What follows belongs to an exercise in optimizing a design on an open flow for small area; a production flow would make more cautious choices.
At most, simulation tests tie the RTL to the original design; equivalence was not proved.
No activity file was given, so power comes from the tool's default toggle rates.

exp/harbor:
Design float_level_pump_controller, start of the top module:
module float_level_pump_controller (
  input  logic        clk,
  input  logic        rst_n,
  input  logic        in_tvalid,
  output logic        in_tready,
  input  logic [7:0]  in_tdata,
  output logic        out_tvalid,
  input  logic        out_tready,
  output logic [23:0] out_tdata,
  input  logic        cfg_valid,
  output logic        cfg_ready,
  input  logic [2:0]  cfg_index,
  input  logic [15:0] cfg_data
);
==> flow/config.mk <==
export PLATFORM = sky130hd
export DESIGN_NAME = float_level_pump_controller
export DESIGN_NICKNAME = float_level_pump_controller
export VERILOG_FILES = /design/flow/design.v
export SDC_FILE = /design/flow/constraint.sdc
export NUM_CORES = 4
export LEC_CHECK = 0
export ABC_AREA = 1
export CAP_MARGIN = 0
export CORE_MARGIN = 2
export CORE_UTILIZATION = 40
export SLEW_MARGIN = 0
==> flow/constraint.sdc <==
create_clock -name core_clock -period 10.0 [get_ports {clk}]
set_input_delay 2.0000 -clock core_clock [delete_from_list [all_inputs] [get_ports {clk}]]
set_output_delay 2.0000 -clock core_clock [all_outputs]
set_load 0.01 [all_outputs]
standard.sh (not shown) runs the stock make flow with config.mk's settings and CLKGATE_MAP_FILE= SYNTH_SCRIPT=/design/flow/synth_recipe.tcl, a recipe that flattens the netlist after the stock synthesis.
==> flow/flow/run.sh <==
#!/bin/bash
# Own layout flow: the standard layout (standard.sh, ORFS's make) with
#  - the standard synthesis, unchanged, whose combinational logic is then mapped
#    again by ABC with an area script (flow/remap.tcl, flow/remap.abc); every
#    register stays the same instance, with the same name and cell;
#  - the port buffers made with the smallest buffer, buf_1;
#  - clock tree synthesis with clkbuf_8 and no dummy loads.
# Each tool's output goes to a log file of its own in this folder.
set -euo pipefail
W=$PWD
R=$W/orfs/results/$FLOW_PLATFORM/float_level_pump_controller/base
LIB=$FLOW_HOME/platforms/$FLOW_PLATFORM/lib/sky130_fd_sc_hd__tt_025C_1v80.lib
KNOBS=(
  BUFFER_PORTS_ARGS="-buffer_cell sky130_fd_sc_hd__buf_1"
  CTS_ARGS="-sink_clustering_enable -repair_clock_nets -dont_use_dummy_load -buf_list sky130_fd_sc_hd__clkbuf_8"
)

bash standard.sh "${KNOBS[@]}" synth > make_synth.log 2>&1
cp "$R/1_2_yosys.v" std_synth.v

REMAP_LIB=$LIB REMAP_IN=std_synth.v REMAP_OUT=remap.v REMAP_ABC=$W/flow/remap.abc \
REMAP_STAT_IN=remap_stat_in.txt REMAP_STAT_OUT=remap_stat_out.txt \
REMAP_DONT_USE="sky130_fd_sc_hd__lpflow_* sky130_fd_sc_hd__probe_p_8 sky130_fd_sc_hd__probec_p_8" \
  yosys -c flow/remap.tcl > yosys_remap.log 2>&1
cp remap.v "$R/1_2_yosys.v"

bash standard.sh "${KNOBS[@]}" finish > make_finish.log 2>&1
Other scripts of this flow, unchanged in this note and not shown: flow/flow/remap.abc, flow/flow/remap.tcl
exp/harbor went all the way through the flow, and no timing, DRC or antenna check failed.
Input-level comparison between exp/fjord and exp/harbor:
- CAP_MARGIN now 20, was 0
- SLEW_MARGIN now 20, was 0
[summary]
The worst setup slack of exp/fjord and that of exp/harbor are within noise of each other. Comparing exp/fjord against exp/harbor, there is no change at all in routed wire length. From exp/fjord to exp/harbor, CTS sink count did not move at all. Worst clock skew on the final layout: exp/harbor vs exp/fjord identical. Total power density per cell area: exp/fjord vs exp/harbor identical. Number of antenna violations at the first check in global routing came out exactly the same in exp/harbor and exp/fjord. As far as post-synthesis instance area goes, exp/harbor and exp/fjord are indistinguishable; the numbers are identical.

========
The RTL this note starts from:
==> flow/design.v <==
package flpc_pkg;
  localparam logic [7:0]  RST_STOP_COUNT  = 8'd20;
  localparam logic [7:0]  RST_START_COUNT = 8'd60;
  localparam logic [6:0]  RST_RUN_PCT     = 7'd40;
  localparam logic [6:0]  RST_BOOST_PCT   = 7'd60;
  localparam logic [15:0] RST_BOOST_TICKS = 16'd80;
  localparam logic [15:0] RST_PWM_TOP     = 16'd249;
endpackage
import flpc_pkg::*;
module float_level_pump_controller (
  input  logic        clk,
  input  logic        rst_n,
  input  logic        in_tvalid,
  output logic        in_tready,
  input  logic [7:0]  in_tdata,
  output logic        out_tvalid,
  input  logic        out_tready,
  output logic [23:0] out_tdata,
  input  logic        cfg_valid,
  output logic        cfg_ready,
  input  logic [2:0]  cfg_index,
  input  logic [15:0] cfg_data
);
  logic [7:0]  stop_c, start_c;
  logic [6:0]  run_p, bst_p;
  logic [15:0] bticks, top;
  logic [7:0]  cnt;       
  logic        lw;        
  logic [1:0]  lv;        
  logic [15:0] xc;        
  logic        sm;        
  logic [15:0] cmp;
  logic        ov;        
  logic        busy;      
  logic        xnz, pump, acc_in, w, hit, start_pump, stop_pump, need_calc;
  logic [7:0]  cb, lim, nc;
  logic [8:0]  inc;
  logic [1:0]  lvc, lvl;
  logic [15:0] xdec;
  assign cfg_ready  = 1'b1;
  assign in_tready  = !busy && !ov;
  assign acc_in     = in_tvalid && in_tready;
  assign out_tvalid = ov;
  assign xnz  = (xc != 16'd0);
  assign busy = sm && (lv == 2'd3);
  assign pump = (lv == 2'd3);
  assign w    = in_tdata[0];
  assign xdec = xc - 16'd1;
  always_comb begin
    cb   = (w == lw) ? cnt : 8'd0;
    inc  = {1'b0, cb} + 9'd1;
    lim  = w ? start_c : stop_c;
    hit  = (inc >= {1'b0, lim});
    nc   = hit ? lim : inc[7:0];
    lvc  = pump ? 2'd1 : lv;
    if (w ? (stop_c == 8'd0) : hit)       lvl = 2'd2;
    else if (w ? hit : (start_c == 8'd0)) lvl = 2'd1;
    else                                  lvl = lvc;
    start_pump = !xnz && (lvl == 2'd1) && !pump;
    stop_pump  = !xnz && (lvl == 2'd2);
    need_calc  = start_pump || (xnz && !sm && (xc == 16'd1));
  end
  assign out_tdata = {3'b000, sm, xnz && !sm, pump, lvc, cmp};
  logic [7:0]  cdec;
  logic [5:0]  cw, ck;
  logic        crs;
  assign cdec = 8'd1 << cfg_index;
  assign cw   = {6{rst_n & cfg_valid}} & cdec[5:0];
  assign ck   = {6{rst_n}} & ~cw;
  assign crs  = !rst_n;
  always_ff @(posedge clk) begin
    stop_c  <= ({8{cw[0]}} & cfg_data[7:0]) | ({8{ck[0]}} & stop_c)  | ({8{crs}} & RST_STOP_COUNT);
    start_c <= ({8{cw[1]}} & cfg_data[7:0]) | ({8{ck[1]}} & start_c) | ({8{crs}} & RST_START_COUNT);
    run_p   <= ({7{cw[2]}} & cfg_data[6:0]) | ({7{ck[2]}} & run_p)   | ({7{crs}} & RST_RUN_PCT);
    bst_p   <= ({7{cw[3]}} & cfg_data[6:0]) | ({7{ck[3]}} & bst_p)   | ({7{crs}} & RST_BOOST_PCT);
    bticks  <= ({16{cw[4]}} & cfg_data)     | ({16{ck[4]}} & bticks) | ({16{crs}} & RST_BOOST_TICKS);
    top     <= ({16{cw[5]}} & cfg_data)     | ({16{ck[5]}} & top)    | ({16{crs}} & RST_PWM_TOP);
  end
  logic [5:0]  n;
  logic [7:0]  acc;
  logic        cy, sel, mul;
  logic [6:0]  pr, p;
  logic        tb_raw, tbit, ge;
  logic [8:0]  sum;
  logic [5:0]  rp, rs;
  logic [15:0] xcalc;
  assign n   = xc[5:0];
  assign acc = xc[13:6];
  assign cy  = xc[14];
  assign sel = xc[15];
  assign mul = n[5] | n[4];
  always_comb begin
    pr  = sel ? bst_p : run_p;
    p   = (pr > 7'd100) ? 7'd100 : pr;
    case (n[3:0])
      4'd1:  tb_raw = top[0];
      4'd0:  tb_raw = top[1];
      4'd15: tb_raw = top[2];
      4'd14: tb_raw = top[3];
      4'd13: tb_raw = top[4];
      4'd12: tb_raw = top[5];
      4'd11: tb_raw = top[6];
      4'd10: tb_raw = top[7];
      4'd9:  tb_raw = top[8];
      4'd8:  tb_raw = top[9];
      4'd7:  tb_raw = top[10];
      4'd6:  tb_raw = top[11];
      4'd5:  tb_raw = top[12];
      4'd4:  tb_raw = top[13];
      4'd3:  tb_raw = top[14];
      default: tb_raw = top[15];
    endcase
    if (n[5:1] == 5'b01000) tb_raw = 1'b0;
    tbit   = tb_raw ^ cy;
    sum = {acc[7], acc} + {2'b00, tbit ? p : 7'd0};
    rp  = {acc[4:0], cmp[15]};
    rs  = rp - 6'd25;
    ge  = !rs[5] && !acc[7];
    if (mul) xcalc = {sel, tb_raw & cy, sum[8:1], xdec[5:0]};
    else     xcalc = {sel, cy, acc[7:5], ge ? rs[4:0] : rp[4:0], xdec[5:0]};
  end
  always_ff @(posedge clk) begin
    if (!rst_n) begin
      cnt  <= 8'd0;
      lw   <= 1'b0;
      lv   <= 2'd0;
      xc   <= {8'd0, RST_START_COUNT};
      sm   <= 1'b1;
      cmp  <= 16'd0;
      ov   <= 1'b0;
    end else begin
      if (ov && out_tready) ov <= 1'b0;
      if (cfg_valid && cfg_index == 3'd1 && sm && xnz) xc <= {8'd0, cfg_data[7:0]};
      if (acc_in) begin
        if (need_calc) xc <= {start_pump && (bticks != 16'd0), 1'b1, 8'h9C, 6'd33};
        else if (xnz) xc <= xdec;
        if (need_calc) sm <= 1'b1;
        else if (!xnz) sm <= 1'b0;
        if (!(xnz && !sm)) begin
          cnt <= nc;
          lw  <= w;
          lv  <= (lvl == 2'd1 && !xnz) ? 2'd3 : lvl;
        end
        if (stop_pump) cmp <= 16'd0;
        if (!need_calc) ov <= 1'b1;
      end
      if (busy) begin
        if (mul) cmp <= {sum[0], cmp[15:1]};
        else     cmp <= {cmp[14:0], ge};
        if (n == 6'd0) begin
          sm   <= 1'b0;
          ov   <= 1'b1;
          xc   <= sel ? bticks : 16'd0;
        end else begin
          xc   <= xcalc;
        end
      end
    end
  end
endmodule
==> flow/config.mk <==
export PLATFORM = sky130hd
export DESIGN_NAME = float_level_pump_controller
export DESIGN_NICKNAME = float_level_pump_controller
export VERILOG_FILES = /design/flow/design.v
export SDC_FILE = /design/flow/constraint.sdc
export NUM_CORES = 4
export LEC_CHECK = 0
export ABC_AREA = 1
export CAP_MARGIN = 20
export CORE_MARGIN = 2
export CORE_UTILIZATION = 65
export SLEW_MARGIN = 20
==> flow/constraint.sdc <==
create_clock -name core_clock -period 10.0 [get_ports {clk}]
set_input_delay 2.0000 -clock core_clock [delete_from_list [all_inputs] [get_ports {clk}]]
set_output_delay 2.0000 -clock core_clock [all_outputs]
set_load 0.01 [all_outputs]
==> flow/flow/run.sh <==
#!/bin/bash
# Own layout flow: the standard layout (standard.sh, ORFS's make) with
#  - the standard synthesis, unchanged, whose combinational logic is then mapped
#    again by ABC with a few area scripts (flow/remap.tcl, flow/remap_*.abc),
#    keeping the smallest result; every register stays the same instance, with
#    the same name and cell;
#  - the port buffers made with the smallest buffer, buf_1;
#  - clock tree synthesis with clkbuf_8 and no dummy loads.
# Each tool's output goes to a log file of its own in this folder.
set -euo pipefail
W=$PWD
R=$W/orfs/results/$FLOW_PLATFORM/float_level_pump_controller/base
LIB=$FLOW_HOME/platforms/$FLOW_PLATFORM/lib/sky130_fd_sc_hd__tt_025C_1v80.lib
KNOBS=(
  BUFFER_PORTS_ARGS="-buffer_cell sky130_fd_sc_hd__buf_1"
  CTS_ARGS="-sink_clustering_enable -repair_clock_nets -dont_use_dummy_load -buf_list sky130_fd_sc_hd__clkbuf_8"
)

bash standard.sh "${KNOBS[@]}" synth > make_synth.log 2>&1
cp "$R/1_2_yosys.v" std_synth.v

remap() {
  REMAP_LIB=$LIB REMAP_IN=std_synth.v REMAP_OUT=remap_$1.v REMAP_ABC=$W/flow/remap_$1.abc \
  REMAP_STAT_IN=remap_stat_in_$1.txt REMAP_STAT_OUT=remap_stat_$1.txt \
  REMAP_DONT_USE="sky130_fd_sc_hd__lpflow_* sky130_fd_sc_hd__probe_p_8 sky130_fd_sc_hd__probec_p_8" \
    yosys -c flow/remap.tcl > yosys_remap_$1.log 2>&1
}
best=""; best_area=""
for k in a b c d e f; do remap $k & done
wait
for k in a b c d e f; do
  a=$(awk '/Chip area for top module/ {print $NF}' remap_stat_$k.txt 2>/dev/null || true)
  [[ -n "$a" && -s remap_$k.v ]] || continue
  echo "remap $k: $a" >> remap_choice.txt
  if [[ -z "$best" ]] || awk -v a="$a" -v b="$best_area" 'BEGIN{exit !(a<b)}'; then best=$k; best_area=$a; fi
done
echo "chosen: $best ($best_area)" >> remap_choice.txt
[[ -n "$best" ]]
cp "remap_$best.v" "$R/1_2_yosys.v"

bash standard.sh "${KNOBS[@]}" finish > make_finish.log 2>&1
Other scripts of this flow, unchanged in this note and not shown: flow/flow/remap.tcl, flow/flow/remap_a.abc, flow/flow/remap_b.abc, flow/flow/remap_c.abc, flow/flow/remap_d.abc, flow/flow/remap_e.abc, flow/flow/remap_f.abc
The starting point completed without violations.
Rerun with:
--- a/flow/config.mk
+++ b/flow/config.mk
@@ -9,4 +9,4 @@
 export CAP_MARGIN = 20
 export CORE_MARGIN = 2
-export CORE_UTILIZATION = 65
+export CORE_UTILIZATION = 40
 export SLEW_MARGIN = 20
Effect: The new run passed the timing, DRC and antenna checks. Core utilization is lower by 28 points. Clock skew is lower by 0.0078 ns. Wire length is higher by 8.0%. Combinational power hardly moves. Global-route usage is lower by 12 points. Flip-flop and latch count stays the same. Area after synthesis stays the same. Register-to-register slack loses 0.15 ns. Final area is higher by 1.3%. Cell count is higher by 8.2%.
No functional check of the RTL was part of any run of this note.

[what the ideal ports hide]
No port has a modelled driver above. Below, the same layouts with a new extraction and two added sets of constraints.
Step 1, drivers: a clkbuf_16 drives clk and a buf_2 each remaining input, both assumed.
Step 2 moves the port delays by t, midway between the first and last clock arrival at a register: inputs arrive t later, outputs are due t later. That takes back most of the time a late clock gives input paths.
a / b / c = ideal ports / drivers / drivers and shift; a / b = the first two.
run	t (ns)	setup slack, ns	hold slack, ns	slew at the worst register clock pin (ns)	worst data-port slew with drivers (ns)
exp/harbor	0.418	2.005 / 2.016 / 1.598	0.467 / 0.467 / 0.467	0.11 / 0.11	0.03
exp/fjord	0.418	2.005 / 2.016 / 1.598	0.467 / 0.467 / 0.467	0.11 / 0.11	0.03
the first run of note 2	0.389	2.409 / 2.417 / 2.028	0.466 / 0.466 / 0.466	0.11 / 0.11	0.03
the second run of note 2	0.412	2.255 / 2.262 / 1.850	0.469 / 0.469 / 0.469	0.11 / 0.11	0.04
After both steps every run listed still meets setup and hold.
